What follows belongs to an exercise in optimizing a design on an open flow for small area; a production flow would make more cautious choices. Only simulation tests tie the RTL to the original design; equivalence was not proved. Power is estimated from default activity; no workload was simulated.

==> design/flow/design.v <==
package dg_timing_pkg;
   localparam int NUM_CHANNELS  = 9;   
   localparam int NUM_PROTOCOLS = 4;   
   localparam int PAGE_WIDTH    = 2;   
   localparam int TIME_WIDTH    = 32;  
   localparam int STAMP_WIDTH   = 64;  
   localparam logic [TIME_WIDTH-1:0] MIN_INTERVAL     = 32'd1000;    
   localparam logic [TIME_WIDTH-1:0] DEFAULT_INTERVAL = 32'd2000;    
   typedef struct packed {
      logic [TIME_WIDTH-1:0] delay;  
      logic [TIME_WIDTH-1:0] width;  
   } delay_width_t;
   typedef enum logic [1:0] {
      CH_IDLE  = 2'd0,
      CH_DELAY = 2'd1,
      CH_WIDTH = 2'd2
   } chan_state_e;
endpackage
package dg_regs_pkg;
   localparam int HOST_DATA_WIDTH = 64;
   localparam int ADDR_WIDTH      = 4;
   typedef enum logic [ADDR_WIDTH-1:0] {
      REG_INTERVAL = 4'd0,
      REG_PAIR_0   = 4'd1,
      REG_PAIR_1   = 4'd2,
      REG_PAIR_2   = 4'd3,
      REG_PAIR_3   = 4'd4,
      REG_PAIR_4   = 4'd5,
      REG_PAIR_5   = 4'd6,
      REG_PAIR_6   = 4'd7,
      REG_PAIR_7   = 4'd8,
      REG_PAIR_8   = 4'd9,
      REG_PAGE     = 4'd13,  
      REG_PROTOCOL = 4'd14,  
      REG_COMMIT   = 4'd15   
   } reg_addr_e;
   localparam int INTERVAL_LSB = 0;   
   localparam int DELAY_LSB    = 32;  
   localparam int WIDTH_LSB    = 0;   
   localparam int SELECT_LSB   = 0;   
   localparam int COMMIT_BIT   = 0;
endpackage
`timescale 1ns/1ps
import dg_timing_pkg::*;
import dg_regs_pkg::*;
module dg_host_port (
   input  logic                                     clk100,
   input  logic                                     hps_fpga_reset_n,
   input  logic                                     host_write,
   input  dg_regs_pkg::reg_addr_e                   host_addr,
   input  logic [dg_regs_pkg::HOST_DATA_WIDTH-1:0]  host_data,
   output logic [dg_timing_pkg::NUM_PROTOCOLS-1:0][dg_timing_pkg::NUM_CHANNELS-1:0] pair_we,
   output logic [dg_timing_pkg::TIME_WIDTH-1:0]     pair_delay,
   output logic [dg_timing_pkg::TIME_WIDTH-1:0]     pair_end,
   output logic [dg_timing_pkg::NUM_PROTOCOLS-1:0]  protocol_select,  
   output logic [dg_timing_pkg::TIME_WIDTH-1:0]     pending_interval
);
   logic [PAGE_WIDTH-1:0] page;             
   logic [TIME_WIDTH-1:0] staged_interval;  
   logic                  is_commit;
   logic [TIME_WIDTH:0]   sum;
   assign is_commit = host_write && (host_addr == REG_COMMIT) && host_data[COMMIT_BIT];
   always_comb begin
      for (int p = 0; p < NUM_PROTOCOLS; p++)
         for (int c = 0; c < NUM_CHANNELS; c++)
            pair_we[p][c] = host_write && (page == p) && (host_addr == 4'(REG_PAIR_0 + c));
   end
   assign pair_delay = host_data[DELAY_LSB +: TIME_WIDTH] + 1'b1;
   assign sum        = {1'b0, host_data[DELAY_LSB +: TIME_WIDTH]} + {1'b0, host_data[WIDTH_LSB +: TIME_WIDTH]} + 1'b1;
   assign pair_end   = sum[TIME_WIDTH] ? '0 : sum[TIME_WIDTH-1:0];
   always_ff @(posedge clk100) begin
      if (!hps_fpga_reset_n) begin
         page             <= '0;
         protocol_select  <= NUM_PROTOCOLS'(1);
         staged_interval  <= DEFAULT_INTERVAL;
         pending_interval <= DEFAULT_INTERVAL;
      end else begin
         if (host_write) begin
            case (host_addr)
               REG_INTERVAL: staged_interval <= host_data[INTERVAL_LSB +: TIME_WIDTH];
               REG_PAGE:     page            <= host_data[SELECT_LSB +: PAGE_WIDTH];
               REG_PROTOCOL: protocol_select <= NUM_PROTOCOLS'(1) << host_data[SELECT_LSB +: PAGE_WIDTH];
               default: ;
            endcase
         end
         if (is_commit)
            pending_interval <= (staged_interval < MIN_INTERVAL) ? MIN_INTERVAL : staged_interval;
      end
   end
endmodule
`timescale 1ns/1ps
import dg_timing_pkg::*;
module dg_protocol_table (
   input  logic                                 clk100,
   input  logic                                 hps_fpga_reset_n,
   input  logic [dg_timing_pkg::NUM_PROTOCOLS-1:0][dg_timing_pkg::NUM_CHANNELS-1:0] pair_we,
   input  logic [dg_timing_pkg::TIME_WIDTH-1:0] pair_delay,
   input  logic [dg_timing_pkg::TIME_WIDTH-1:0] pair_end,
   input  logic [dg_timing_pkg::NUM_PROTOCOLS-1:0] read_page,  
   output logic [dg_timing_pkg::NUM_CHANNELS-1:0][dg_timing_pkg::NUM_PROTOCOLS-1:0][dg_timing_pkg::TIME_WIDTH-1:0] page_delay,
   output logic [dg_timing_pkg::NUM_CHANNELS-1:0][dg_timing_pkg::NUM_PROTOCOLS-1:0][dg_timing_pkg::TIME_WIDTH-1:0] page_end,
   output logic [dg_timing_pkg::NUM_CHANNELS-1:0] page_valid
);
   logic [NUM_CHANNELS-1:0][TIME_WIDTH-1:0] delay_q [NUM_PROTOCOLS];
   logic [NUM_CHANNELS-1:0][TIME_WIDTH-1:0] end_q   [NUM_PROTOCOLS];
   logic [NUM_CHANNELS-1:0]                 valid_q [NUM_PROTOCOLS];
   always_ff @(posedge clk100) begin
      for (int p = 0; p < NUM_PROTOCOLS; p++)
         for (int c = 0; c < NUM_CHANNELS; c++)
            if (!hps_fpga_reset_n)   valid_q[p][c] <= 1'b0;
            else if (pair_we[p][c])  valid_q[p][c] <= 1'b1;
   end
   always_ff @(posedge clk100) begin
      for (int p = 0; p < NUM_PROTOCOLS; p++)
         for (int c = 0; c < NUM_CHANNELS; c++)
            if (pair_we[p][c]) begin
               delay_q[p][c] <= pair_delay;
               end_q[p][c]   <= pair_end;
            end
   end
   always_comb begin
      for (int c = 0; c < NUM_CHANNELS; c++) begin
         for (int p = 0; p < NUM_PROTOCOLS; p++) begin
            page_delay[c][p] = delay_q[p][c];
            page_end[c][p]   = end_q[p][c];
         end
         page_valid[c] = 1'b0;
         for (int p = 0; p < NUM_PROTOCOLS; p++)
            page_valid[c] = page_valid[c] | (read_page[p] & valid_q[p][c]);
      end
   end
endmodule
`timescale 1ns/1ps
import dg_timing_pkg::*;
module dg_pulse_channel (
   input  logic                        clk100,
   input  logic                        hps_fpga_reset_n,
   input  logic                        load,         
   input  logic [NUM_PROTOCOLS-1:0]    load_sel,     
   input  logic [NUM_PROTOCOLS-1:0][TIME_WIDTH-1:0] load_rise,
   input  logic [NUM_PROTOCOLS-1:0][TIME_WIDTH-1:0] load_fall,
   input  logic                        load_valid,
   input  logic                        restart,      
   input  logic [TIME_WIDTH-1:0]       offset_next,  
   output logic                        pin
);
   logic [TIME_WIDTH-1:0] rise_q;    
   logic [TIME_WIDTH-1:0] fall_q;    
   logic                  on_q;
   always_ff @(posedge clk100) begin
      rise_q <= ({TIME_WIDTH{load_sel[0]}} & load_rise[0])
              | ({TIME_WIDTH{load_sel[1]}} & load_rise[1])
              | ({TIME_WIDTH{load_sel[2]}} & load_rise[2])
              | ({TIME_WIDTH{load_sel[3]}} & load_rise[3])
              | ({TIME_WIDTH{!load}} & rise_q);
      fall_q <= ({TIME_WIDTH{load_sel[0]}} & load_fall[0])
              | ({TIME_WIDTH{load_sel[1]}} & load_fall[1])
              | ({TIME_WIDTH{load_sel[2]}} & load_fall[2])
              | ({TIME_WIDTH{load_sel[3]}} & load_fall[3])
              | ({TIME_WIDTH{!load}} & fall_q);
   end
   always_ff @(posedge clk100) begin
      if (!hps_fpga_reset_n) begin
         on_q <= 1'b0;
         pin  <= 1'b0;
      end else begin
         if (load) on_q <= load_valid;
         pin <= ((pin && !restart) || (on_q && offset_next == rise_q)) && (offset_next != fall_q);
      end
   end
endmodule
`timescale 1ns/1ps
import dg_timing_pkg::*;
module dg_sequencer (
   input  logic                                    clk100,
   input  logic                                    hps_fpga_reset_n,
   input  logic [dg_timing_pkg::TIME_WIDTH-1:0]    pending_interval,
   output logic                                    fire,
   output logic [dg_timing_pkg::TIME_WIDTH-1:0]    offset_next,
   output logic                                    t0,
   output logic [31:0]                             t0_count,
   output logic [dg_timing_pkg::STAMP_WIDTH-1:0]   t0_timestamp
);
   logic [TIME_WIDTH-1:0] active_interval;
   logic [TIME_WIDTH-1:0] offset;
   logic [TIME_WIDTH-1:0] offset_inc;
   assign offset_inc  = offset + 1'b1;
   assign fire        = !t0 && (offset_inc == active_interval);
   assign offset_next = t0 ? TIME_WIDTH'(1) : offset_inc;
   always_ff @(posedge clk100) begin
      if (!hps_fpga_reset_n) begin
         active_interval <= TIME_WIDTH'(1);  
         offset          <= '0;
         t0              <= 1'b0;
         t0_count        <= '0;
         t0_timestamp    <= '0;
      end else begin
         t0     <= fire;
         offset <= offset_next;
         if (fire) active_interval <= pending_interval;
         if (t0) begin
            t0_count     <= t0_count + 1'b1;
            t0_timestamp <= t0_timestamp + STAMP_WIDTH'(offset);
         end
      end
   end
endmodule
`timescale 1ns/1ps
import dg_timing_pkg::*;
module dg_top (
   input  logic                                    clk100,
   input  logic                                    hps_fpga_reset_n,
   input  logic                                    host_write,
   input  dg_regs_pkg::reg_addr_e                  host_addr,
   input  logic [dg_regs_pkg::HOST_DATA_WIDTH-1:0] host_data,
   output logic [dg_timing_pkg::NUM_CHANNELS-1:0]  pins,
   output logic                                    t0,
   output logic [31:0]                             t0_count,
   output logic [dg_timing_pkg::STAMP_WIDTH-1:0]   t0_timestamp
);
   logic [NUM_PROTOCOLS-1:0][NUM_CHANNELS-1:0] pair_we;
   logic [TIME_WIDTH-1:0] pair_delay;
   logic [TIME_WIDTH-1:0] pair_end;
   logic [NUM_PROTOCOLS-1:0] protocol_select;  
   logic [TIME_WIDTH-1:0] pending_interval;
   logic                  fire;
   logic [TIME_WIDTH-1:0] offset_next;
   logic [NUM_CHANNELS-1:0][NUM_PROTOCOLS-1:0][TIME_WIDTH-1:0] page_delay;
   logic [NUM_CHANNELS-1:0][NUM_PROTOCOLS-1:0][TIME_WIDTH-1:0] page_end;
   logic [NUM_PROTOCOLS-1:0] load_sel;
   always_comb begin
      for (int p = 0; p < NUM_PROTOCOLS; p++) load_sel[p] = fire && protocol_select[p];
   end
   logic [NUM_CHANNELS-1:0] page_valid;
   dg_host_port host_port_i (
      .clk100, .hps_fpga_reset_n, .host_write, .host_addr, .host_data
      , .pair_we, .pair_delay, .pair_end, .protocol_select, .pending_interval
   );
   dg_protocol_table protocol_table_i (
      .clk100, .hps_fpga_reset_n
      , .pair_we, .pair_delay, .pair_end
      , .read_page ( protocol_select )
      , .page_delay, .page_end, .page_valid
   );
   dg_sequencer sequencer_i (
      .clk100, .hps_fpga_reset_n, .pending_interval
      , .fire, .offset_next, .t0, .t0_count, .t0_timestamp
   );
   for (genvar k = 0; k < NUM_CHANNELS; k++) begin : chan
      dg_pulse_channel pulse_channel_i (
         .clk100
         , .hps_fpga_reset_n
         , .load         ( fire )
         , .load_sel
         , .load_rise    ( page_delay[k] )
         , .load_fall    ( page_end[k] )
         , .load_valid   ( page_valid[k] )
         , .restart      ( t0 )
         , .offset_next
         , .pin          ( pins[k] )
      );
   end
endmodule
==> design/flow/run.sh <==
#!/bin/bash
# synth_recipe.tcl (not shown) runs the flow's synth.tcl, then flattens the netlist and writes it again
# the make line also repeats each setting of config.mk as NAME=value (left out here)
make -C /OpenROAD-flow-scripts/flow DESIGN_CONFIG=/design/flow/config.mk WORK_HOME=/design/flow/orfs CLKGATE_MAP_FILE= SYNTH_SCRIPT=/design/flow/synth_recipe.tcl finish
==> design/flow/config.mk <==
export PLATFORM = sky130hd
export DESIGN_NAME = dg_top
export DESIGN_NICKNAME = dg_top
export VERILOG_FILES = /design/flow/design.v
export SDC_FILE = /design/flow/constraint.sdc
export NUM_CORES = 4
export LEC_CHECK = 0
export CAP_MARGIN = 20
export CORE_MARGIN = 2
export CORE_UTILIZATION = 40
export SLEW_MARGIN = 20
==> design/flow/constraint.sdc <==
create_clock -name core_clock -period 10.0 [get_ports {clk100}]
set_input_delay 2.0000 -clock core_clock [delete_from_list [all_inputs] [get_ports {clk100}]]
set_output_delay 2.0000 -clock core_clock [all_outputs]
set_load 0.01 [all_outputs]
==> summary.txt, run 1 <==
Synth
  – Async set or reset register ratio after synthesis: 0
  – Largest cells by area after synthesis: edfxtp_1 58%, dfxtp_1 14%, a221oi_1 4.3%
  – Top-area cell type share of the netlist area: 0.5754
  – Warnings from Yosys: 8
  – Mean Syn Cell Area: around 14 µm²
  – Main synth FF type: edfxtp_1
  – Syn_nets: 8649
  – Leading area contributor after synthesis: edfxtp_1
  – Yosys reg bits: between 3000 and 4000
  – Post-Synth Simple-Gate Area: 0.06213
  – Synth Area in XOR/XNOR: 0.04852
  – Multiplexer share of the synthesized area: 0.005026
  – Distinct cells, synth: 76
  – Synth Area in Adders: 0.007305
  – EDFF count, synth: 2304
  – Largest family of logic cells by synthesized area: compound AO/OA/AOI/OAI gates
  – Cell Area, Synth: 120200 µm²
  – Post-Syn Instances: approximately 8500
  – Synth Area in Compound Gates: 0.1383
  – Seq/Total Area, Yosys: 0.7188

Die
  – Initial Utilization: 0.4014
  – FP Rows: about 200
  – Die Wd: 552.2 µm
  – Core area: between 200000 and 300000 µm²
  – Die area: between 300000 and 400000 µm²
  – Ports: approximately 180
  – Die Height: between 500 and 600 µm

Pwr
  – PD cells: around 250 nW/µm²
  – Worst vdd ir: between 0.3 and 0.4 mV
  – Leak: 46.59 nW
  – Pwr Total: approximately 34 mW

Routing
  – DR iter-0 viols: around 10000
  – Vias per std cell: 6.088
  – Total wire length: between 400000 and 500000 µm
  – Uppermost layer routed: met5
  – DRC viols: 0
  – Met3 WL: about 43000 µm
  – Metal-1 WL: between 150000 and 200000 µm
  – Via count of the routed design: 78805
  – First-pass detailed-route iteration total: 7
  – Met2 WL post-DR: 188100 µm
  – Wirelength per Cell: approximately 32 µm
  – Final antenna-violating net count: 0

CTS
  – Postcts setup bufs: 0
  – Post-CTS Hold Buffers: 0
  – Clock Sinks: about 3200
  – Clock Tree Root: clkbuf_16
  – Clk buf depth: 4
  – TritonCTS Buffers: about 320
  – Clk latency of the worst-skew pair: 0.89 ns
  – CTS tree: done
  – CTS resizes: 0
  – CTS clk-pin slew, worst paths: 0.06 ns
  – H-tree depth: 5

Timing
  – Tmin final: about 7.6 ns
  – Rel. slew slack: 0.1369
  – Slew @ Worst Pin: about 1.3 ns
  – Unrepaired setup endpoints after global routing: false
  – Post-Route Setup TNS: 0 ns
  – Fmax achieved: roughly 130 MHz
  – Final Hold Viols: 0
  – Final setup vio count: 0
  – Hold slack: around 0.46 ns
  – Fin crit share: 0.7556
  – Clock Skew: between 0.04 and 0.05 ns
  – Final Max Slew Viols: 0

Cells and area
  – Commonest non-fill, non-tap cell in the layout: edfxtp_1
  – Layout cell share with drive strength beyond 1: 0.1001
  – Final Util: 0.4617
  – NumNets Final: around 9000
  – Area occupied by multi-input gates: about 32000 µm²
  – Most frequent cells in the layout: 2304 x edfxtp_1, 856 x dfxtp_1, 837 x nand2_1
  – Fillers: 26125
  – Post-Layout Cell Count: ~13000
  – Synth-to-layout area growth: 15.02%
  – Register area: about 86000 µm²

Critical path
  – CP dominant cell by count: buf_4
  – Worst Path Required: approximately 11 ns
  – Reg2reg start: sequencer_i.offset[0]
  – Slowest CP cell: nor3_2
  – Setup crit end kind: flip-flop
  – Crit Path Max Fanout: 37
  – FF-to-FF setup slack: ~3.5 ns
  – Worst reg2reg path depth: 14
  – Max incr delay on CP: 0.95 ns
  – Cell breakdown of the critical path: clkdlybuf4s50_1 -> inv_1 -> buf_4 -> ha_1 -> fa_1 -> nor2b_1 -> o21ai_0 -> nand2_1 -> a31oi_1 -> o31ai_1 -> buf_4 -> a2111oi_1 -> o31ai_1 -> nand3_1 -> nand2_4 -> nor3_2 -> buf_4
  – Critical setup path kind: input pin to flip-flop
  – Worst path arrival time: roughly 8 ns
  – CP Launch Type: input pin
  – RR Endpoint: chan[0].pulse_channel_i.rise_q[14]

Global routing
  – First-pass GRT wire length: 579300 µm
  – Initial antenna violation count: 35
  – Largest net degree at the start of global routing: 233
  – Total track usage: 0.2664
  – Vias in the first global route: 73692
  – GRT overflow: 0

Hold path
  – Hold EP: chan[4].pulse_channel_i.rise_q[14]
  – Hold path startpoint: chan[4].pulse_channel_i.rise_q[14]
  – Hold depth: 2
  – Worst hold path class: flip-flop to flip-flop

Flow run
  – Max Cap Viol: 0

Place
  – Post-DP HPWL: around 250000 µm
  – GP Congestion: roughly 0.95
  – Port Buffers: approximately 180
  – Placed cells: 12335

Outcome
  – Status: timing/DRC/antenna clean
==> worst max path at each step <==
stage | startpoint | to | slack, ns | cells past startpoint
6_report | host_data[32] | protocol_table_i.end_q[3][153] | 2.44 | 17
2_1_floorplan | host_data[32] | protocol_table_i.end_q[0][110] | 3.25 | 14
4_1_cts | host_data[32] | protocol_table_i.end_q[0][267] | 2.63 | 17
5_1_grt | host_data[32] | protocol_table_i.end_q[0][121] | 2.44 | 17
3_5_place_dp | host_data[32] | protocol_table_i.end_q[3][75] | 1.78 | 17
3_3_place_gp | host_data[32] | protocol_table_i.end_q[0][196] | 1.35 | 17
==> area by class of cell <==
class / instances / share of cell area
Multi-Input combinational cell: 4753 / 0.2346
Inverter: 44 / 0.001249
Clock buffer: 443 / 0.06524
Timing Repair Buffer: 416 / 0.02814
Clock inverter: 148 / 0.009609
Sequential cell: 3165 / 0.6251
Antenna cell: 17 / 0.0003076
Tap cell: 3958 / 0.03581
==> per-layer routing <==
| metal | global-route usage | vias to the layer above |
|---|---|---|
| li1 | - | 33280 |
| met1 | 0.3700 | 40398 |
| met2 | 0.4116 | 4355 |
| met3 | 0.05086 | 758 |
| met4 | 0.1057 | 14 |
| met5 | 0 | - |
==> cell families (layout without fill, tap and decap cells) <==
logic type	count (synthesis)	in the layout
multiplexers	60	60
AO/OA/AOI/OAI	2285	2285
XOR/XNOR	666	666
other	0	17
flip-flops	3165	3165
buffers and inverters	591	1051
AND/OR/NAND/NOR	1673	1673
adder cells (fa/ha/maj)	69	69
==> sequential cells by signal (all words and copies together), names as in the netlist <==
register	cells
protocol_table_i.delay_q	1152
protocol_table_i.end_q	1152
chan.pulse_channel_i.fall_q	288
chan.pulse_channel_i.rise_q	288
sequencer_i.t0_timestamp	64
protocol_table_i.valid_q	36
host_port_i.pending_interval	32
host_port_i.staged_interval	32
sequencer_i.active_interval	32
sequencer_i.offset	32
sequencer_i.t0_count	32
chan.pulse_channel_i.on_q	9
chan.pulse_channel_i.pin	9
host_port_i.protocol_select	4
host_port_i.page	2
sequencer_i.t0	1
==> synth_stat cells, drive strengths merged (61+ instances only) <==
cell and instances:
nand3 91, buf 106, edfxtp 2304, a221oi 586, xnor2 412, o21ai 674, nand2 838, a21oi 174
nor2 341, nor3 71, clkbuf 441, nand4 81, ha 67, xor2 254, a22o 576, nor4 61
dfxtp 861
==> metrics by stage <==
stage | setup WS, ns | area, µm²
floorplan | 3.245 | 120200
global placement | 1.350 | 127700
detailed placement | 1.781 | 127800
CTS | 2.632 | 138100
global route | 2.440 | 138300
finish | 2.444 | 138300
==> power breakdown <==
part           switching [mW]  internal [mW]  leakage (nW)
registers                1.15           15.5          28.1
logic                    3.68           1.82          13.4
clock network            5.05           6.85          5.08
==> critical path, delay by kind of cell <==
kind	cells	cell delay (ns)
AO/OA/AOI/OAI	5	2.04
adder cells (fa/ha/maj)	2	0.50
buffers and inverters	5	1.61
AND/OR/NAND/NOR	5	2.03
==> inputs of run 2 (changes only) <==
--- a/design/flow/config.mk
+++ b/design/flow/config.mk
@@ -8,4 +8,6 @@
 export CAP_MARGIN = 20
 export CORE_MARGIN = 2
 export CORE_UTILIZATION = 40
+export CTS_CLUSTER_DIAMETER = 150
+export CTS_CLUSTER_SIZE = 25
 export SLEW_MARGIN = 20
==> summary.txt, run 2 <==
Timing
  – Final Hold Viols: 0 (unchanged)
  – Tmin final: 7.472 ns (-0.08356 ns)
  – Final setup vio count: 0 (unchanged)
  – Final Max Slew Viols: 0 (unchanged)
  – Fmax achieved: 133.8 MHz (+1.1%)
  – Fin crit share: 0.7472 (-0.008356)
  – Clock Skew: 0.04220 ns (-0.005666 ns)
  – Slew @ Worst Pin: 1.275 ns (-0.02011 ns)
  – Rel. slew slack: 0.1477 (+0.01078)
  – Unrepaired setup endpoints after global routing: false
  – Post-Route Setup TNS: 0 ns (unchanged)

Pwr
  – Sw frac: 0.3074 (+0.01729)
  – Worst vdd ir: 0.2620 mV (-19%)
  – Leak: 43.56 nW (-6.5%)
  – Sw power: 8.956 mW (-9.4%)
  – PD cells: 220.3 nW/µm² (-11%)
  – Internal Pwr Total: 20.18 mW (-17%)
  – Flop pwr share: 0.571 (+0.082)
  – Clock power share: 0.239 (-0.110)
  – Combinational power share: 0.190 (+0.028)

Cells and area
  – Fillers: 26707 (+2.2%)
  – Most frequent cells in the layout: 2304 x edfxtp_1, 856 x dfxtp_1, 837 x nand2_1
  – Largest regs: protocol_table_i.delay_q (1152), protocol_table_i.end_q (1152)
  – Register area: 86440 µm² (unchanged)
  – Commonest non-fill, non-tap cell in the layout: edfxtp_1
  – Post-Layout Cell Count: 12612 (-2.6%)
  – NumNets Final: 8667 (-2.0%)
  – Synth-to-layout area growth: 10.01%
  – Layout cell share with drive strength beyond 1: 0.06837 (-0.03175)
  – Area occupied by multi-input gates: 32440 µm² (unchanged)

Synth
  – Top-area cell type share of the netlist area: 0.5754 (unchanged)
  – Async set or reset register ratio after synthesis: 0 (unchanged)
  – Main synth FF type: edfxtp_1
  – Top-count cell post-synth: edfxtp_1
  – Commonest cells in the netlist: 2304 x edfxtp_1, 861 x dfxtp_1, 838 x nand2_1
  – Mean Syn Cell Area: 14.13 µm² (unchanged)
  – Yosys reg bits: 3165 (unchanged)
  – Warnings from Yosys: 8 (unchanged)
  – Largest cells by area after synthesis: edfxtp_1 58%, dfxtp_1 14%, a221oi_1 4.3%
  – Cell Area, Synth: 120200 µm² (unchanged)
  – Syn_nets: 8649 (unchanged)
  – Distinct cells, synth: 76 (unchanged)
  – Leading area contributor after synthesis: edfxtp_1
  – EDFF count, synth: 2304 (unchanged)
  – Seq/Total Area, Yosys: 0.7188 (unchanged)
  – Post-Syn Instances: 8509 (unchanged)

Critical path
  – CP Launch Type: input pin
  – Reg2reg start: sequencer_i.offset[0]
  – Worst path arrival time: 8.17 ns (-0.05 ns)
  – RR Endpoint: chan[0].pulse_channel_i.rise_q[14]
  – Origin of the worst setup path: host_data[32]
  – Crit Path Max Fanout: 37 (unchanged)
  – Worst Path Required: 10.69 ns (+0.03 ns)
  – Worst reg2reg path depth: 14 (unchanged)
  – Setup crit end kind: flip-flop
  – Critical Path End: protocol_table_i.end_q[3][196]
  – FF-to-FF setup slack: 3.50 ns (about the same)
  – Critical setup path kind: input pin to flip-flop

Die
  – Die area: 305000 µm² (unchanged)
  – Ports: 177 (unchanged)
  – Die Wd: 552.2 µm (unchanged)
  – FP Rows: 201 (unchanged)
  – Die Height: 552.2 µm (unchanged)
  – Initial Utilization: 0.4014 (unchanged)
  – Core area: 299500 µm² (unchanged)

Global routing
  – Largest net degree at the start of global routing: 233 (unchanged)
  – GRT overflow: 0 (unchanged)
  – First-pass GRT wire length: 571600 µm (-1.3%)
  – Total track usage: 0.2636 (-0.002773)
  – Initial antenna violation count: 34 (-2.9%)
  – Vias in the first global route: 71845 (-2.5%)

Routing
  – First-pass detailed-route iteration total: 6 (-1)
  – Final antenna-violating net count: 0 (unchanged)
  – Via count of the routed design: 77624 (-1.5%)
  – DR iter-0 viols: 10732 (+4.3%)
  – Vias per std cell: 6.155 (+1.1%)
  – Total wire length: 414100 µm (-1.1%)
  – DRC viols: 0 (unchanged)
  – Wirelength per Cell: 32.84 µm (+1.5%)

CTS
  – Clk buf depth: 3 (-1)
  – Clock Sinks: 3165 (unchanged)
  – Clk latency of the worst-skew pair: 0.87 ns (-0.02 ns)
  – Postcts setup bufs: 0 (unchanged)
  – CTS clk-pin slew, worst paths: 0.10 ns (+0.04 ns)
  – Post-CTS Hold Buffers: 0 (unchanged)
  – CTS resizes: 0 (unchanged)
  – H-tree depth: 4 (-1)
  – CTS tree: done
  – TritonCTS Buffers: 144 (-56%)
  – Clock Tree Root: clkbuf_16

Flow run
  – Max Cap Viol: 0 (unchanged)

Place
  – GP Congestion: 0.9516 (unchanged)
  – Post-DP HPWL: 250600 µm (unchanged)
  – Placed cells: 12335 (unchanged)
  – Port Buffers: 176 (unchanged)

Outcome
  – Status: timing/DRC/antenna clean

Hold path
  – Worst hold path class: flip-flop to flip-flop
-- run 2: cell count changes in the layout (fill, tap and decap cells not counted), moves of 7 or more --
| cell | change |
|---|---|
| bufinv_16 | -20 |
| clkinv_1 | -44 |
| diode_2 | -7 |
| clkbuf_8 | -34 |
| clkbuf_16 | -182 |
| clkbuf_1 | +26 |
| clkinvlp_4 | -9 |
| clkinv_2 | -60 |
-- run 2: critical path, stage by stage --
cell,delay (ns)
clkdlybuf4s50_1,0.50
inv_1,0.12
buf_4,0.36
ha_1,0.29
fa_1,0.21
nor2b_1,0.09
o21ai_0,0.30
nand2_1,0.21
a31oi_1,0.40
o31ai_1,0.15
buf_4,0.18
a2111oi_1,0.82
o31ai_1,0.26
nand3_1,0.19
nand2_4,0.54
buf_12,0.44
nor2_2,0.66
buf_8,0.25
-- run 2: metal layers --
| metal | track usage | vias up | wire length, µm |
|---|---|---|---|
| met1 | 0.3688 | 40040 | 167400 |
| li1 | - | 32726 | - |
| met5 | 0 | - | 68 |
| met3 | 0.04810 | 642 | 42180 |
| met4 | 0.1012 | 10 | 19270 |
| met2 | 0.4074 | 4206 | 185300 |
-- run 2: cell families after synthesis --
group,Yosys count,synth area share
AOI/OAI and AO/OA,2285,0.1383
xor gates and xnor gates,666,0.04852
adders and majority gates,69,0.007305
buffers and inverters,591,0.01991
DFF,3165,0.7188
muxes,60,0.005026
and+or+nand+nor,1673,0.06213
-- run 2: worst min-delay path by stage --
stage / start / to / slack, ns / cells after the start
2_1_floorplan: chan[4].pulse_channel_i.rise_q[14] / chan[4].pulse_channel_i.rise_q[14] / 0.43 / 2
3_3_place_gp: chan[4].pulse_channel_i.rise_q[14] / chan[4].pulse_channel_i.rise_q[14] / 0.44 / 2
3_5_place_dp: chan[4].pulse_channel_i.rise_q[14] / chan[4].pulse_channel_i.rise_q[14] / 0.45 / 2
4_1_cts: chan[4].pulse_channel_i.rise_q[14] / chan[4].pulse_channel_i.rise_q[14] / 0.46 / 2
5_1_grt: chan[3].pulse_channel_i.on_q / chan[3].pulse_channel_i.on_q / 0.48 / 2
6_report: chan[4].pulse_channel_i.rise_q[14] / chan[4].pulse_channel_i.rise_q[14] / 0.46 / 2
-- run 2: final cells by class --
| type | count | area share |
|---|---|---|
| sequential | 3165 | 0.6535 |
| multi-input combinational | 4753 | 0.2453 |
| tap | 3958 | 0.03744 |
| clock buffer | 253 | 0.03098 |
| timing repair buffer | 419 | 0.03004 |
| inverter | 44 | 0.001305 |
| clock inverter | 10 | 0.001239 |
| antenna | 10 | 0.0001892 |
-- run 2: power groups by stage --
| stage | registers (mW) | clock network (mW) | logic, mW |
|---|---|---|---|
| after floorplan | 16.4 | 0 | 3.57 |
| after detailed placement | 16.9 | 0 | 5.41 |
| after CTS | 16.6 | 7.05 | 5.43 |
| after global routing | 16.7 | 7.46 | 6.01 |
| final | 16.6 | 6.97 | 5.52 |
| after global placement | 16.9 | 0 | 5.29 |
-- run 2: stage by stage --
step                      hold slack, ns  utilization  area (µm²)  worst slack (ns)  total power, mW
after floorplan                   0.4295            -      120200             3.245            19.99
after global placement            0.4368       0.4263      127700             1.350            22.18
after detailed placement          0.4490       0.4266      127800             1.781            22.34
after CTS                         0.4628       0.4408      132000             2.638            29.12
after global routing              0.4793       0.4415      132200             2.446            30.22
final                             0.4612       0.4416      132300             2.528            29.14
==> inputs of run 3 (changes only) <==
--- a/design/flow/design.v
+++ b/design/flow/design.v
@@ -65,9 +65,9 @@
          for (int c = 0; c < NUM_CHANNELS; c++)
             pair_we[p][c] = host_write && (page == p) && (host_addr == 4'(REG_PAIR_0 + c));
    end
-   assign pair_delay = host_data[DELAY_LSB +: TIME_WIDTH] + 1'b1;
-   assign sum        = {1'b0, host_data[DELAY_LSB +: TIME_WIDTH]} + {1'b0, host_data[WIDTH_LSB +: TIME_WIDTH]} + 1'b1;
-   assign pair_end   = sum[TIME_WIDTH] ? '0 : sum[TIME_WIDTH-1:0];
+   assign pair_delay = host_data[DELAY_LSB +: TIME_WIDTH];
+   assign sum        = {1'b0, host_data[DELAY_LSB +: TIME_WIDTH]} + {1'b0, host_data[WIDTH_LSB +: TIME_WIDTH]};
+   assign pair_end   = sum[TIME_WIDTH] ? '1 : sum[TIME_WIDTH-1:0];
    always_ff @(posedge clk100) begin
       if (!hps_fpga_reset_n) begin
          page             <= '0;
@@ -137,27 +137,27 @@
    input  logic                        hps_fpga_reset_n,
    input  logic                        load,         
    input  logic [NUM_PROTOCOLS-1:0]    load_sel,     
-   input  logic [NUM_PROTOCOLS-1:0][TIME_WIDTH-1:0] load_rise,
-   input  logic [NUM_PROTOCOLS-1:0][TIME_WIDTH-1:0] load_fall,
+   input  logic [NUM_PROTOCOLS-1:0][TIME_WIDTH-1:0] load_delay,
+   input  logic [NUM_PROTOCOLS-1:0][TIME_WIDTH-1:0] load_end,
    input  logic                        load_valid,
    input  logic                        restart,      
-   input  logic [TIME_WIDTH-1:0]       offset_next,  
+   input  logic [TIME_WIDTH-1:0]       offset,       
    output logic                        pin
 );
-   logic [TIME_WIDTH-1:0] rise_q;    
-   logic [TIME_WIDTH-1:0] fall_q;    
+   logic [TIME_WIDTH-1:0] delay_q;   
+   logic [TIME_WIDTH-1:0] end_q;     
    logic                  on_q;
    always_ff @(posedge clk100) begin
-      rise_q <= ({TIME_WIDTH{load_sel[0]}} & load_rise[0])
-              | ({TIME_WIDTH{load_sel[1]}} & load_rise[1])
-              | ({TIME_WIDTH{load_sel[2]}} & load_rise[2])
-              | ({TIME_WIDTH{load_sel[3]}} & load_rise[3])
-              | ({TIME_WIDTH{!load}} & rise_q);
-      fall_q <= ({TIME_WIDTH{load_sel[0]}} & load_fall[0])
-              | ({TIME_WIDTH{load_sel[1]}} & load_fall[1])
-              | ({TIME_WIDTH{load_sel[2]}} & load_fall[2])
-              | ({TIME_WIDTH{load_sel[3]}} & load_fall[3])
-              | ({TIME_WIDTH{!load}} & fall_q);
+      delay_q <= ({TIME_WIDTH{load_sel[0]}} & load_delay[0])
+              | ({TIME_WIDTH{load_sel[1]}} & load_delay[1])
+              | ({TIME_WIDTH{load_sel[2]}} & load_delay[2])
+              | ({TIME_WIDTH{load_sel[3]}} & load_delay[3])
+              | ({TIME_WIDTH{!load}} & delay_q);
+      end_q <= ({TIME_WIDTH{load_sel[0]}} & load_end[0])
+              | ({TIME_WIDTH{load_sel[1]}} & load_end[1])
+              | ({TIME_WIDTH{load_sel[2]}} & load_end[2])
+              | ({TIME_WIDTH{load_sel[3]}} & load_end[3])
+              | ({TIME_WIDTH{!load}} & end_q);
    end
    always_ff @(posedge clk100) begin
       if (!hps_fpga_reset_n) begin
@@ -165,7 +165,7 @@
          pin  <= 1'b0;
       end else begin
          if (load) on_q <= load_valid;
-         pin <= ((pin && !restart) || (on_q && offset_next == rise_q)) && (offset_next != fall_q);
+         pin <= ((pin && !restart) || (on_q && offset == delay_q)) && (offset != end_q);
       end
    end
 endmodule
@@ -176,31 +176,33 @@
    input  logic                                    hps_fpga_reset_n,
    input  logic [dg_timing_pkg::TIME_WIDTH-1:0]    pending_interval,
    output logic                                    fire,
-   output logic [dg_timing_pkg::TIME_WIDTH-1:0]    offset_next,
+   output logic [dg_timing_pkg::TIME_WIDTH-1:0]    offset,       
    output logic                                    t0,
    output logic [31:0]                             t0_count,
    output logic [dg_timing_pkg::STAMP_WIDTH-1:0]   t0_timestamp
 );
    logic [TIME_WIDTH-1:0] active_interval;
-   logic [TIME_WIDTH-1:0] offset;
-   logic [TIME_WIDTH-1:0] offset_inc;
-   assign offset_inc  = offset + 1'b1;
-   assign fire        = !t0 && (offset_inc == active_interval);
-   assign offset_next = t0 ? TIME_WIDTH'(1) : offset_inc;
+   logic [TIME_WIDTH-1:0] count;       
+   logic [TIME_WIDTH-1:0] count_inc;
+   logic                  first;       
+   assign count_inc = count + 1'b1;
+   assign fire      = first || (!t0 && (count_inc == active_interval));
+   assign offset    = t0 ? '0 : count;
+   always_ff @(posedge clk100) begin
+      first <= !hps_fpga_reset_n;
+      count <= (t0 || first) ? TIME_WIDTH'(1) : count_inc;
+      if (fire) active_interval <= pending_interval;
+   end
    always_ff @(posedge clk100) begin
       if (!hps_fpga_reset_n) begin
-         active_interval <= TIME_WIDTH'(1);  
-         offset          <= '0;
          t0              <= 1'b0;
          t0_count        <= '0;
          t0_timestamp    <= '0;
       end else begin
          t0     <= fire;
-         offset <= offset_next;
-         if (fire) active_interval <= pending_interval;
          if (t0) begin
             t0_count     <= t0_count + 1'b1;
-            t0_timestamp <= t0_timestamp + STAMP_WIDTH'(offset);
+            t0_timestamp <= t0_timestamp + STAMP_WIDTH'(count);
          end
       end
    end
@@ -224,7 +226,7 @@
    logic [NUM_PROTOCOLS-1:0] protocol_select;  
    logic [TIME_WIDTH-1:0] pending_interval;
    logic                  fire;
-   logic [TIME_WIDTH-1:0] offset_next;
+   logic [TIME_WIDTH-1:0] offset;
    logic [NUM_CHANNELS-1:0][NUM_PROTOCOLS-1:0][TIME_WIDTH-1:0] page_delay;
    logic [NUM_CHANNELS-1:0][NUM_PROTOCOLS-1:0][TIME_WIDTH-1:0] page_end;
    logic [NUM_PROTOCOLS-1:0] load_sel;
@@ -244,7 +246,7 @@
    );
    dg_sequencer sequencer_i (
       .clk100, .hps_fpga_reset_n, .pending_interval
-      , .fire, .offset_next, .t0, .t0_count, .t0_timestamp
+      , .fire, .offset, .t0, .t0_count, .t0_timestamp
    );
    for (genvar k = 0; k < NUM_CHANNELS; k++) begin : chan
       dg_pulse_channel pulse_channel_i (
@@ -252,11 +254,11 @@
          , .hps_fpga_reset_n
          , .load         ( fire )
          , .load_sel
-         , .load_rise    ( page_delay[k] )
-         , .load_fall    ( page_end[k] )
+         , .load_delay   ( page_delay[k] )
+         , .load_end     ( page_end[k] )
          , .load_valid   ( page_valid[k] )
          , .restart      ( t0 )
-         , .offset_next
+         , .offset
          , .pin          ( pins[k] )
       );
    end
--- a/design/flow/config.mk
+++ b/design/flow/config.mk
@@ -11,3 +11,4 @@
 export CTS_CLUSTER_DIAMETER = 150
 export CTS_CLUSTER_SIZE = 25
 export SLEW_MARGIN = 20
+export SYNTH_HIERARCHICAL = 1
==> summary.txt, run 3 <==
Outcome
  – Status: timing/DRC/antenna clean

Synth
  – Main synth FF type: edfxtp_1
  – EDFF count, synth: 2336 (+1.4%)
  – Top-area cell type share of the netlist area: 0.6022 (+0.02671)
  – Syn_nets: 7743 (-10%)
  – Async set or reset register ratio after synthesis: 0 (unchanged)
  – Cell Area, Synth: 116500 µm² (-3.1%)
  – Leading area contributor after synthesis: edfxtp_1
  – Commonest cells in the netlist: 2336 x edfxtp_1, 830 x dfxtp_1, 830 x nand2_1
  – Top-count cell post-synth: edfxtp_1
  – Distinct cells, synth: 85 (+12%)
  – Largest cells by area after synthesis: edfxtp_1 60%, dfxtp_1 14%, a222oi_1 4.9%
  – Mean Syn Cell Area: 15.32 µm² (+8.4%)
  – Post-Syn Instances: 7604 (-11%)
  – Yosys reg bits: 3166 (+0.032%)
  – Seq/Total Area, Yosys: 0.7448 (+0.02598)
  – Warnings from Yosys: 14 (+6)

Die
  – Die area: 295600 µm² (-3.1%)
  – FP Rows: 198 (-1.5%)
  – Initial Utilization: 0.4012 (about the same)
  – Core area: 290300 µm² (-3.1%)
  – Die Height: 543.7 µm (-1.6%)
  – Die Wd: 543.7 µm (-1.6%)
  – Ports: 177 (unchanged)

CTS
  – Clock Tree Root: clkbuf_16
  – Clock Sinks: 3166 (+0.032%)
  – CTS clk-pin slew, worst paths: 0.10 ns (about the same)
  – Post-CTS Hold Buffers: 0 (unchanged)
  – H-tree depth: 4 (unchanged)
  – Postcts setup bufs: 0 (unchanged)
  – CTS tree: done
  – Clk buf depth: 4 (+1)
  – TritonCTS Buffers: 152 (+5.6%)
  – Clk latency of the worst-skew pair: 0.91 ns (+0.04 ns)
  – CTS resizes: 0 (unchanged)

Place
  – Port Buffers: 176 (unchanged)
  – Post-DP HPWL: 206900 µm (-17%)
  – Pre-CTS setup slack: 2.902 ns (+1.121 ns)
  – Dpl cell area: 123600 µm² (-3.3%)
  – GP Congestion: 0.9081 (-4.6%)
  – Placed cells: 11442 (-7.2%)

Critical path
  – CP Launch Type: flip-flop
  – Crit Path Max Fanout: 34 (-8.1%)
  – Max incr delay on CP: 1.02 ns (+0.20 ns)
  – Critical setup path kind: flip-flop to flip-flop
  – Largest delay share family, worst path: buffers and inverters
  – Cell breakdown of the critical path: ha_1 -> nand4_4 -> nor4_1 -> o32ai_1 -> nor4_1 -> and4_1 -> a41o_2 -> buf_4 -> clkinv_2 -> buf_4 -> a222oi_1 -> nand2_1
  – Worst Path Required: 10.74 ns (+0.05 ns)
  – Worst path arrival time: 7.31 ns (-0.86 ns)
  – Slowest CP cell: clkinv_2
  – Critical path buffer and inverter count: 3 (-3)
  – Setup crit end kind: flip-flop

Routing
  – Via count of the routed design: 70678 (-8.9%)
  – DR iter-0 viols: 11391 (+6.1%)
  – Final antenna-violating net count: 0 (unchanged)
  – Vias per std cell: 6.031 (-2.0%)
  – Total wire length: 367100 µm (-11%)
  – DRC viols: 0 (unchanged)
  – Wirelength per Cell: 31.32 µm (-4.6%)
  – First-pass detailed-route iteration total: 12 (+6)

Hold path
  – Worst hold path class: flip-flop to flip-flop

Cells and area
  – Synth-to-layout area growth: 9.881%
  – Layout cell share with drive strength beyond 1: 0.06562 (-0.002755)
  – Most frequent cells in the layout: 2336 x edfxtp_1, 829 x dfxtp_1, 817 x nand2_1
  – Fillers: 25661 (-3.9%)
  – NumNets Final: 7839 (-9.6%)
  – Post-Layout Cell Count: 11720 (-7.1%)
  – Post-route cell area: 128000 µm² (-3.2%)
  – Commonest non-fill, non-tap cell in the layout: edfxtp_1
  – Largest regs: protocol_table_i.delay_q (1152), protocol_table_i.end_q (1152)
  – Register area: 86770 µm² (+0.38%)
  – Area occupied by multi-input gates: 28290 µm² (-13%)

Global routing
  – Largest net degree at the start of global routing: 166 (-29%)
  – GRT overflow: 0 (unchanged)
  – Initial antenna violation count: 17 (-50%)
  – Total track usage: 0.2405 (-0.02312)
  – Vias in the first global route: 67495 (-6.1%)
  – First-pass GRT wire length: 510200 µm (-11%)

Timing
  – Fin crit share: 0.6568 (-0.09040)
  – Final Hold Viols: 0 (unchanged)
  – Final setup margin: 3.432 ns (+0.9040 ns)
  – Slew @ Worst Pin: 1.221 ns (-0.05400 ns)
  – Final Max Slew Viols: 0 (unchanged)
  – Unrepaired setup endpoints after global routing: false
  – Tmin final: 6.568 ns (-0.9040 ns)
  – Clock Skew: 0.07392 ns (+0.03172 ns)
  – Fmax achieved: 152.2 MHz (+14%)
  – Rel. slew slack: 0.1800 (+0.03237)
  – Post-Route Setup TNS: 0 ns (unchanged)
  – Final setup vio count: 0 (unchanged)

Pwr
  – Leak: 42.45 nW (-2.5%)
  – PD cells: 180.6 nW/µm² (-18%)
  – Internal Pwr Total: 17.84 mW (-12%)
  – Sw frac: 0.2282 (-0.07917)
  – Clock power share: 0.303 (+0.064)
  – Worst vdd ir: 0.1389 mV (-47%)
  – Combinational power share: 0.062 (-0.128)
  – Flop pwr share: 0.635 (+0.064)
  – Sw power: 5.276 mW (-41%)

Flow run
  – Max Cap Viol: 0 (unchanged)
[run 3: cell types whose count changed after synthesis, sizes merged, moves of 125 or more]
cell / delta
a22o: -576
a222oi: +576
o21ai: -607
nor2: -125
a221oi: -583
xor2: +150
a22oi: +573
clkbuf: -193
[run 3: area by class of cell]
class,instances,share of cell area
Sequential cell,3166,0.6778
Multi-Input combinational cell,3963,0.2210
Tap cell,3900,0.03812
Clock buffer,250,0.03275
Timing Repair Buffer,371,0.02780
Inverter,46,0.001437
Clock inverter,7,0.0007331
Antenna cell,17,0.0003323
[run 3: modules after synthesis (local to each module, per instance)]
module / area, µm² / cells inside / times used
dg_protocol_table: 70440 / 2411 / 1
dg_sequencer: 9186 / 1045 / 1
dg_host_port: 4875 / 688 / 1
dg_pulse_channel: 3552 / 384 / 9
dg_top: 25.02 / 4 / 1
[run 3: power by group through the flow]
stage	clock (mW)	combinational, mW	sequential, mW
finish	7.00	1.43	14.7
global route	7.51	1.52	14.7
CTS	7.08	1.41	14.7
detailed placement	0	1.41	15.0
global placement	0	1.36	15.0
floorplan	0	0.786	14.9
[run 3: tightest hold or removal path, delay by kind of cell, from the launching register on]
| kind | cells | cell delay [ns] |
|---|---|---|
| compound gates | 1 | 0.07 |
| simple gates | 1 | 0.05 |
| flops | 1 | 0.34 |
[run 3: cell families after synthesis]
kind of cell / synth area share
flops: 0.7448
compound gates: 0.1093
simple gates: 0.06213
xor+xnor: 0.05571
buf+inv: 0.01766
fa+ha+maj: 0.007432
mux: 0.002932
[run 3: through the flow]
| stage | hold WS, ns | utilization | power [mW] |
|---|---|---|---|
| 2_1_floorplan | 0.4081 | - | 15.72 |
| 3_3_place_gp | 0.4187 | 0.4251 | 16.34 |
| 3_5_place_dp | 0.4171 | 0.4255 | 16.40 |
| 4_1_cts | 0.4195 | 0.4403 | 23.18 |
| 5_1_grt | 0.4440 | 0.4408 | 23.74 |
| 6_report | 0.4147 | 0.4409 | 23.12 |
[run 3: path summary, 6_finish.rpt]
| kind | startpoint | to | slack [ns] | depth (start not counted) |
|---|---|---|---|---|
| worst max-delay path | sequencer_i.count[0] | chan[5].pulse_channel_i.end_q[30] | 3.43 | 12 |
| worst min-delay path | protocol_table_i.delay_q[3][186] | chan[5].pulse_channel_i.delay_q[26] | 0.41 | 2 |
| worst max register to register | sequencer_i.count[0] | chan[5].pulse_channel_i.end_q[30] | 3.43 | 12 |
| worst min register to register | protocol_table_i.delay_q[3][186] | chan[5].pulse_channel_i.delay_q[26] | 0.41 | 2 |
[run 3: metal layers]
metal,part of all wire,GRT usage
met1,0.40,0.3349
met2,0.46,0.3824
met3,0.091,0.03244
met4,0.042,0.09215
met5,0.000065,0
==> inputs of run 4 (changes only) <==
--- a/design/flow/design.v
+++ b/design/flow/design.v
@@ -185,6 +185,10 @@
    logic [TIME_WIDTH-1:0] count;       
    logic [TIME_WIDTH-1:0] count_inc;
    logic                  first;       
+   logic [TIME_WIDTH:0]   stamp_lo;    
+   logic [STAMP_WIDTH-TIME_WIDTH-1:0] stamp_hi;
+   assign stamp_lo = {1'b0, t0_timestamp[TIME_WIDTH-1:0]} + {1'b0, count};
+   assign stamp_hi = t0_timestamp[STAMP_WIDTH-1:TIME_WIDTH] + stamp_lo[TIME_WIDTH];
    assign count_inc = count + 1'b1;
    assign fire      = first || (!t0 && (count_inc == active_interval));
    assign offset    = t0 ? '0 : count;
@@ -202,7 +206,7 @@
          t0     <= fire;
          if (t0) begin
             t0_count     <= t0_count + 1'b1;
-            t0_timestamp <= t0_timestamp + STAMP_WIDTH'(count);
+            t0_timestamp <= {stamp_hi, stamp_lo[TIME_WIDTH-1:0]};
          end
       end
    end
--- a/design/flow/config.mk
+++ b/design/flow/config.mk
@@ -8,7 +8,7 @@
 export CAP_MARGIN = 20
 export CORE_MARGIN = 2
 export CORE_UTILIZATION = 40
-export CTS_CLUSTER_DIAMETER = 150
-export CTS_CLUSTER_SIZE = 25
+export CTS_CLUSTER_DIAMETER = 100
+export CTS_CLUSTER_SIZE = 30
 export SLEW_MARGIN = 20
 export SYNTH_HIERARCHICAL = 1
==> summary.txt, run 4 <==
Critical path
  – Worst path arrival time: 7.50 ns (+0.19 ns)
  – RR Endpoint: chan[6].pulse_channel_i.end_q[30]
  – FF-to-FF setup slack: 3.29 ns (-0.14 ns)
  – Reg2reg start: sequencer_i.count[0]
  – Critical setup path kind: flip-flop to flip-flop
  – Setup crit end kind: flip-flop
  – Slowest CP cell: nor3_1
  – Worst reg2reg path depth: 15 (+3)
  – Cell breakdown of the critical path: ha_1 -> nand3_1 -> nor3_1 -> nand3_1 -> xor2_1 -> o221ai_1 -> nor4_1 -> and4_1 -> or2_2 -> buf_4 -> and2_4 -> buf_4 -> buf_4 -> a22oi_1 -> nand2_1
  – Crit Path Max Fanout: 65 (+91%)
  – CP Launch Type: flip-flop
  – CP dominant cell by count: buf_4
  – Max incr delay on CP: 0.88 ns (-0.14 ns)
  – Worst Path Required: 10.79 ns (+0.05 ns)

Synth
  – Leading area contributor after synthesis: edfxtp_1
  – Commonest cells in the netlist: 2336 x edfxtp_1, 830 x dfxtp_1, 829 x nand2_1
  – Distinct cells, synth: 83 (-2.4%)
  – EDFF count, synth: 2336 (unchanged)
  – Warnings from Yosys: 14 (unchanged)
  – Top-area cell type share of the netlist area: 0.6028 (about the same)
  – Async set or reset register ratio after synthesis: 0 (unchanged)
  – Largest cells by area after synthesis: edfxtp_1 60%, dfxtp_1 14%, a222oi_1 5.0%
  – Post-Syn Instances: 7602 (-0.026%)
  – Top-count cell post-synth: edfxtp_1
  – Mean Syn Cell Area: 15.31 µm² (about the same)
  – Syn_nets: 7744 (+0.013%)
  – Main synth FF type: edfxtp_1
  – Yosys reg bits: 3166 (unchanged)
  – Cell Area, Synth: 116400 µm² (about the same)
  – Seq/Total Area, Yosys: 0.7455 (about the same)

Timing
  – Fin crit share: 0.6711 (+0.01431)
  – Hold slack: 0.4084 ns (-0.006308 ns)
  – Final Hold Viols: 0 (unchanged)
  – Slew @ Worst Pin: 1.279 ns (+0.05840 ns)
  – Fmax achieved: 149.0 MHz (-2.1%)
  – Tmin final: 6.711 ns (+0.1431 ns)
  – Clock Skew: 0.06814 ns (-0.005781 ns)
  – Final setup vio count: 0 (unchanged)
  – Post-Route Setup TNS: 0 ns (unchanged)
  – Final Max Slew Viols: 0 (unchanged)
  – Rel. slew slack: 0.1395 (-0.04053)
  – Unrepaired setup endpoints after global routing: false

Cells and area
  – Area occupied by multi-input gates: 28240 µm² (-0.15%)
  – Layout cell share with drive strength beyond 1: 0.06436 (-0.001253)
  – NumNets Final: 7826 (-0.17%)
  – Most frequent cells in the layout: 2336 x edfxtp_1, 829 x dfxtp_1, 815 x nand2_1
  – Largest regs: protocol_table_i.delay_q (1152), protocol_table_i.end_q (1152)
  – Register area: 86770 µm² (unchanged)
  – Synth-to-layout area growth: 9.400%
  – Final Util: 0.4389 (-0.001995)
  – Fillers: 25528 (-0.52%)
  – Commonest non-fill, non-tap cell in the layout: edfxtp_1

CTS
  – CTS resizes: 0 (unchanged)
  – Clock Sinks: 3166 (unchanged)
  – H-tree depth: 3 (-1)
  – CTS tree: done
  – Clk latency of the worst-skew pair: 0.90 ns (about the same)
  – Clk buf depth: 3 (-1)
  – CTS clk-pin slew, worst paths: 0.12 ns (+0.02 ns)
  – Post-CTS Hold Buffers: 0 (unchanged)
  – Clock Tree Root: clkbuf_16
  – TritonCTS Buffers: 120 (-21%)
  – Postcts setup bufs: 0 (unchanged)

Global routing
  – GRT overflow: 0 (unchanged)
  – First-pass GRT wire length: 503900 µm (-1.2%)
  – Vias in the first global route: 66636 (-1.3%)
  – Largest net degree at the start of global routing: 166 (unchanged)
  – Initial antenna violation count: 22 (+5)
  – Total track usage: 0.2374 (-0.003083)

Hold path
  – Hold path startpoint: protocol_table_i.end_q[2][201]
  – Hold EP: chan[6].pulse_channel_i.end_q[9]
  – Worst hold path class: flip-flop to flip-flop
  – Hold depth: 2 (unchanged)

Die
  – Die Wd: 543.4 µm (about the same)
  – Ports: 177 (unchanged)
  – Core area: 290100 µm² (about the same)
  – Die area: 295300 µm² (about the same)
  – Die Height: 543.4 µm (about the same)
  – FP Rows: 198 (unchanged)
  – Initial Utilization: 0.4012 (about the same)

Flow run
  – Max Cap Viol: 0 (unchanged)

Pwr
  – Worst vdd ir: 0.1814 mV (+31%)
  – PD cells: 177.2 nW/µm² (-1.9%)
  – Pwr Total: 22.56 mW (-2.4%)
  – Leak: 42.10 nW (-0.84%)

Routing
  – Via count of the routed design: 70108 (-0.81%)
  – DR iter-0 viols: 11408 (+0.15%)
  – Final antenna-violating net count: 0 (unchanged)
  – Met3 WL: 32110 µm (-4.1%)
  – DRC viols: 0 (unchanged)
  – Met2 WL post-DR: 167700 µm (-1.5%)
  – Metal-1 WL: 144500 µm (-2.4%)
  – First-pass detailed-route iteration total: 9 (-3)
  – Uppermost layer routed: met5
  – Wirelength per Cell: 30.83 µm (-1.6%)
  – Total wire length: 360800 µm (-1.7%)
  – Vias per std cell: 5.990 (-0.67%)

Place
  – Post-DP HPWL: 207300 µm (+0.19%)
  – Port Buffers: 176 (unchanged)
  – GP Congestion: 0.8866 (-2.4%)

Outcome
  – Status: timing/DRC/antenna clean
-- run 4: Yosys stat by module (local to each module, per instance) --
module,cells,flip-flops and latches,times used,cell area (µm²)
dg_protocol_table,2411,2340,1,70440
dg_sequencer,1043,162,1,9070
dg_host_port,688,70,1,4875
dg_pulse_channel,384,66,9,3552
dg_top,4,0,1,25.02
-- run 4: area by class of cell --
cell class | count | area share
Antenna cell | 20 | 0.0003931
Clock buffer | 197 | 0.02627
Clock inverter | 25 | 0.003007
Inverter | 53 | 0.001651
Multi-Input combinational cell | 3965 | 0.2218
Sequential cell | 3166 | 0.6815
Tap cell | 3900 | 0.03833
Timing Repair Buffer | 378 | 0.02701
-- run 4: critical path: cells and delay by family (launching register included) --
family | cells | cell delay, ns
buffers and inverters | 3 | 2.08
AO/OA/AOI/OAI | 2 | 0.34
XOR/XNOR | 1 | 0.22
adder cells (fa/ha/maj) | 1 | 0.28
AND/OR/NAND/NOR | 8 | 3.09
flip-flops | 1 | 0.49
-- run 4: logic make-up (layout without fill, tap and decap cells) --
family                     after synthesis  in the layout  share of synthesized area
and+or+nand+nor                       1557           1557                    0.06143
other                                    0             20                          0
muxes                                   30             30                   0.002580
xor gates and xnor gates               727            727                    0.05483
adders and majority gates               71             71                   0.007762
buffers and inverters                  471            653                    0.01743
AOI/OAI and AO/OA                     1580           1580                     0.1104
DFF                                   3166           3166                     0.7455
-- run 4: where the power goes --
| part | internal (mW) | switching, mW |
|---|---|---|
| clock network | 2.43 | 4.01 |
| registers | 14.5 | 0.164 |
| logic | 0.398 | 1.03 |
-- run 4: how the worst max path moves through the flow --
stage                    startpoint                           endpoint  cells after the start  slack (ns)
2_1_floorplan            host_write    protocol_table_i.delay_q[0][64]                      4        3.95
3_3_place_gp           host_data[0]     protocol_table_i.end_q[0][237]                     11        2.54
3_5_place_dp           host_data[0]     protocol_table_i.end_q[2][222]                     11        2.50
4_1_cts        sequencer_i.count[2]  chan[6].pulse_channel_i.end_q[30]                     14        3.37
5_1_grt        sequencer_i.count[0]  chan[6].pulse_channel_i.end_q[30]                     15        2.90
6_report       sequencer_i.count[0]  chan[6].pulse_channel_i.end_q[30]                     15        3.29
-- run 4: layer usage --
metal,global-route usage,vias to the layer above
met2,0.3802,3431
li1,-,29957
met4,0.09563,6
met5,0,-
met1,0.3241,36206
met3,0.03578,508
-- run 4: metrics by stage --
stage / setup slack [ns] / instance area (µm²) / cells
after floorplan: 3.953 / 116400 / 7602
after global routing: 2.902 / 127300 / 11703
after global placement: 2.540 / 123400 / 11459
after detailed placement: 2.499 / 123400 / 11459
after CTS: 3.369 / 127100 / 11681
final: 3.289 / 127300 / 11704
==> inputs of run 5 (changes only) <==
--- a/design/flow/config.mk
+++ b/design/flow/config.mk
@@ -7,7 +7,7 @@
 export LEC_CHECK = 0
 export CAP_MARGIN = 20
 export CORE_MARGIN = 2
-export CORE_UTILIZATION = 40
+export CORE_UTILIZATION = 60
 export CTS_CLUSTER_DIAMETER = 100
 export CTS_CLUSTER_SIZE = 30
 export SLEW_MARGIN = 20
==> summary.txt, run 5 <==
Outcome
  – Status: timing/DRC/antenna clean

Routing
  – Total wire length: 355500 µm (-1.5%)
  – Met2 WL post-DR: 163500 µm (-2.5%)
  – Via count of the routed design: 70481 (+0.53%)
  – Vias per std cell: 6.845 (+14%)
  – DR iter-0 viols: 12347 (+8.2%)
  – Uppermost layer routed: met5
  – DRC viols: 0 (unchanged)
  – Met3 WL: 35550 µm (+11%)
  – Wirelength per Cell: 34.52 µm (+12%)
  – Metal-1 WL: 135800 µm (-6.0%)
  – First-pass detailed-route iteration total: 10 (+1)
  – Final antenna-violating net count: 0 (unchanged)

Cells and area
  – NumNets Final: 7804 (-0.28%)
  – Most frequent cells in the layout: 2336 x edfxtp_1, 829 x dfxtp_1, 820 x nand2_1
  – Commonest non-fill, non-tap cell in the layout: edfxtp_1
  – Synth-to-layout area growth: 7.669%
  – Post-Layout Cell Count: 10297 (-12%)
  – Largest regs: protocol_table_i.delay_q (1152), protocol_table_i.end_q (1152)
  – Final Util: 0.6506 (+0.2118)
  – Layout cell share with drive strength beyond 1: 0.05912 (-0.005244)
  – Fillers: 13760 (-46%)
  – Post-route cell area: 125300 µm² (-1.6%)

Place
  – Dpl cell area: 121700 µm² (-1.4%)
  – GP Congestion: 0.9059 (+2.2%)
  – Port Buffers: 176 (unchanged)
  – Post-DP HPWL: 200500 µm (-3.3%)
  – Pre-CTS setup slack: 2.673 ns (+0.1736 ns)
  – Placed cells: 10065 (-12%)

CTS
  – CTS clk-pin slew, worst paths: 0.12 ns (about the same)
  – Clock Tree Root: clkbuf_16
  – H-tree depth: 3 (unchanged)
  – Postcts setup bufs: 0 (unchanged)
  – Post-CTS Hold Buffers: 0 (unchanged)
  – TritonCTS Buffers: 117 (-2.5%)
  – Clock Sinks: 3166 (unchanged)
  – Clk buf depth: 3 (unchanged)
  – Clk latency of the worst-skew pair: 0.85 ns (-0.05 ns)
  – CTS tree: done
  – CTS resizes: 0 (unchanged)

Global routing
  – First-pass GRT wire length: 494500 µm (-1.9%)
  – Vias in the first global route: 66314 (-0.48%)
  – Total track usage: 0.3531 (+0.1157)
  – GRT overflow: 0 (unchanged)
  – Largest net degree at the start of global routing: 187 (+13%)
  – Initial antenna violation count: 14 (-36%)

Die
  – Initial Utilization: 0.6043 (+0.2031)
  – Die Height: 444.4 µm (-18%)
  – Core area: 192600 µm² (-34%)
  – Die area: 197500 µm² (-33%)
  – FP Rows: 161 (-19%)
  – Ports: 177 (unchanged)
  – Die Wd: 444.4 µm (-18%)

Synth
  – Commonest cells in the netlist: 2336 x edfxtp_1, 830 x dfxtp_1, 829 x nand2_1
  – Cell Area, Synth: 116400 µm² (unchanged)
  – Largest cells by area after synthesis: edfxtp_1 60%, dfxtp_1 14%, a222oi_1 5.0%
  – Top-area cell type share of the netlist area: 0.6028 (unchanged)
  – Distinct cells, synth: 83 (unchanged)
  – Warnings from Yosys: 14 (unchanged)
  – Post-Syn Instances: 7602 (unchanged)
  – EDFF count, synth: 2336 (unchanged)
  – Mean Syn Cell Area: 15.31 µm² (unchanged)
  – Yosys reg bits: 3166 (unchanged)
  – Syn_nets: 7744 (unchanged)
  – Top-count cell post-synth: edfxtp_1
  – Main synth FF type: edfxtp_1
  – Async set or reset register ratio after synthesis: 0 (unchanged)
  – Leading area contributor after synthesis: edfxtp_1
  – Seq/Total Area, Yosys: 0.7455 (unchanged)

Hold path
  – Hold depth: 0 (-2)
  – Hold path startpoint: host_port_i.pending_interval[22]
  – Worst hold path class: flip-flop to flip-flop

Timing
  – Tmin final: 6.858 ns (+0.1463 ns)
  – Final setup vio count: 0 (unchanged)
  – Unrepaired setup endpoints after global routing: false
  – Post-Route Setup TNS: 0 ns (unchanged)
  – Hold slack: 0.4423 ns (+0.03386 ns)
  – Fin crit share: 0.6858 (+0.01463)
  – Clock Skew: 0.04639 ns (-0.02174 ns)
  – Final Hold Viols: 0 (unchanged)
  – Final Max Slew Viols: 0 (unchanged)
  – Fmax achieved: 145.8 MHz (-2.1%)
  – Final setup margin: 3.142 ns (-0.1463 ns)
  – Slew @ Worst Pin: 1.360 ns (+0.08065 ns)
  – Rel. slew slack: 0.09359 (-0.04590)

Critical path
  – Worst Path Required: 10.75 ns (-0.04 ns)
  – Setup crit end kind: flip-flop
  – Worst path arrival time: 7.61 ns (+0.11 ns)
  – CP Launch Type: flip-flop
  – Reg2reg start: sequencer_i.count[4]
  – Worst reg2reg path depth: 13 (-2)
  – Crit Path Max Fanout: 83 (+28%)
  – Origin of the worst setup path: sequencer_i.count[4]
  – Critical setup path kind: flip-flop to flip-flop

Pwr
  – Worst vdd ir: 0.2305 mV (+27%)
  – Leak: 41.92 nW (-0.41%)
  – Pwr Total: 22.36 mW (-0.87%)
  – PD cells: 178.5 nW/µm² (+0.72%)

Flow run
  – Max Cap Viol: 0 (unchanged)
-- run 5: changes by cell type in the layout (fill, tap and decap cells not counted), sizes merged --
cell / previous run / this run
clkbuf: 197 / 208
bufinv: 2 / 1
clkinvlp: 1 / 0
diode: 20 / 7
buf: 204 / 185
clkdlybuf4s50: 174 / 173
clkinv: 23 / 14
-- run 5: path summary, 6_finish.rpt --
path / to / slack (ns)
hold / removal: sequencer_i.active_interval[22] / 0.44
setup reg to reg: chan[3].pulse_channel_i.delay_q[18] / 3.14
hold reg to reg: sequencer_i.active_interval[22] / 0.44
setup / recovery: chan[3].pulse_channel_i.delay_q[18] / 3.14
-- run 5: where the power goes --
group,leakage [nW],switching (mW),internal [mW]
sequential,27.9,0.166,14.5
combinational,12.3,1.04,0.402
clock,1.67,3.89,2.34
total,41.9,5.10,17.3
-- run 5: cells by family (layout without fill, tap and decap cells) --
kind of cell	count (synthesis)	after routing	share of synthesized area
DFF	3166	3166	0.7455
AOI/OAI and AO/OA	1580	1580	0.1104
and+or+nand+nor	1557	1557	0.06143
xor gates and xnor gates	727	727	0.05483
buffers and inverters	471	633	0.01743
adders and majority gates	71	71	0.007762
muxes	30	30	0.002580
other	0	7	0
-- run 5: per-layer routing --
layer | vias up | track usage
li1 | 29950 | -
met1 | 35867 | 0.4883
met2 | 4031 | 0.5504
met3 | 623 | 0.05660
met4 | 10 | 0.1741
met5 | - | 0
-- run 5: layout make-up --
cell class                 count  area (µm²)  area share
sequential                  3166       86770      0.6925
multi-input combinational   3965       28220      0.2252
timing repair buffer         359        3408     0.02720
clock buffer                 207        3308     0.02640
tap                         2526        3161     0.02522
inverter                      53       214.0    0.001708
clock inverter                14       207.7    0.001658
antenna                        7       17.52   0.0001398
-- run 5: critical path, stage by stage (launching register included) --
cell      delay (ns)
dfxtp_1         0.67
nand4_2         0.34
nor4_1          0.74
xnor2_1         0.19
o21ai_0         0.13
or4_1           0.55
nor4b_2         0.30
and4_1          0.29
or2_2           0.52
buf_4           0.60
and2_4          0.88
buf_4           1.00
a222oi_1        0.26
nand2_1         0.13
-- run 5: modules after synthesis, one instance, submodules excluded --
| module | times used | cell area, µm² |
|---|---|---|
| dg_sequencer | 1 | 9070 |
| dg_pulse_channel | 9 | 3552 |
| dg_host_port | 1 | 4875 |
| dg_top | 1 | 25.02 |
| dg_protocol_table | 1 | 70440 |

-- afterwards: timing with drivers on the ports --
The flow's constraints put no driver on any port. The routed layouts listed below were extracted and timed again, unchanged, in two steps. Step 1 sets driving cells, clkbuf_16 on the clock port and buf_2 on the other inputs (assumed; they add their load-dependent delay and slew). Step 2 moves the port delays by t, midway between the first and last clock arrival at a register: inputs arrive t later, outputs are due t later. That takes back most of the time a late clock gives input paths. Three values: ideal, step 1, step 2; two values: the first two.
run	t, ns	setup slack, ns	pins driven straight from the clock port
run 1	0.978	2.444 / 2.529 / 1.551	1
run 2	0.954	2.528 / 2.615 / 1.661	1
run 3	0.986	3.432 / 3.432 / 2.912	1
run 4	0.952	3.289 / 3.289 / 2.969	1
run 5	0.927	3.142 / 3.142 / 2.723	1
After both steps every run listed still meets setup and hold. For run 1, which loses most, drivers alone change the setup slack by +0.085 ns; drivers and shift together by -0.893 ns.
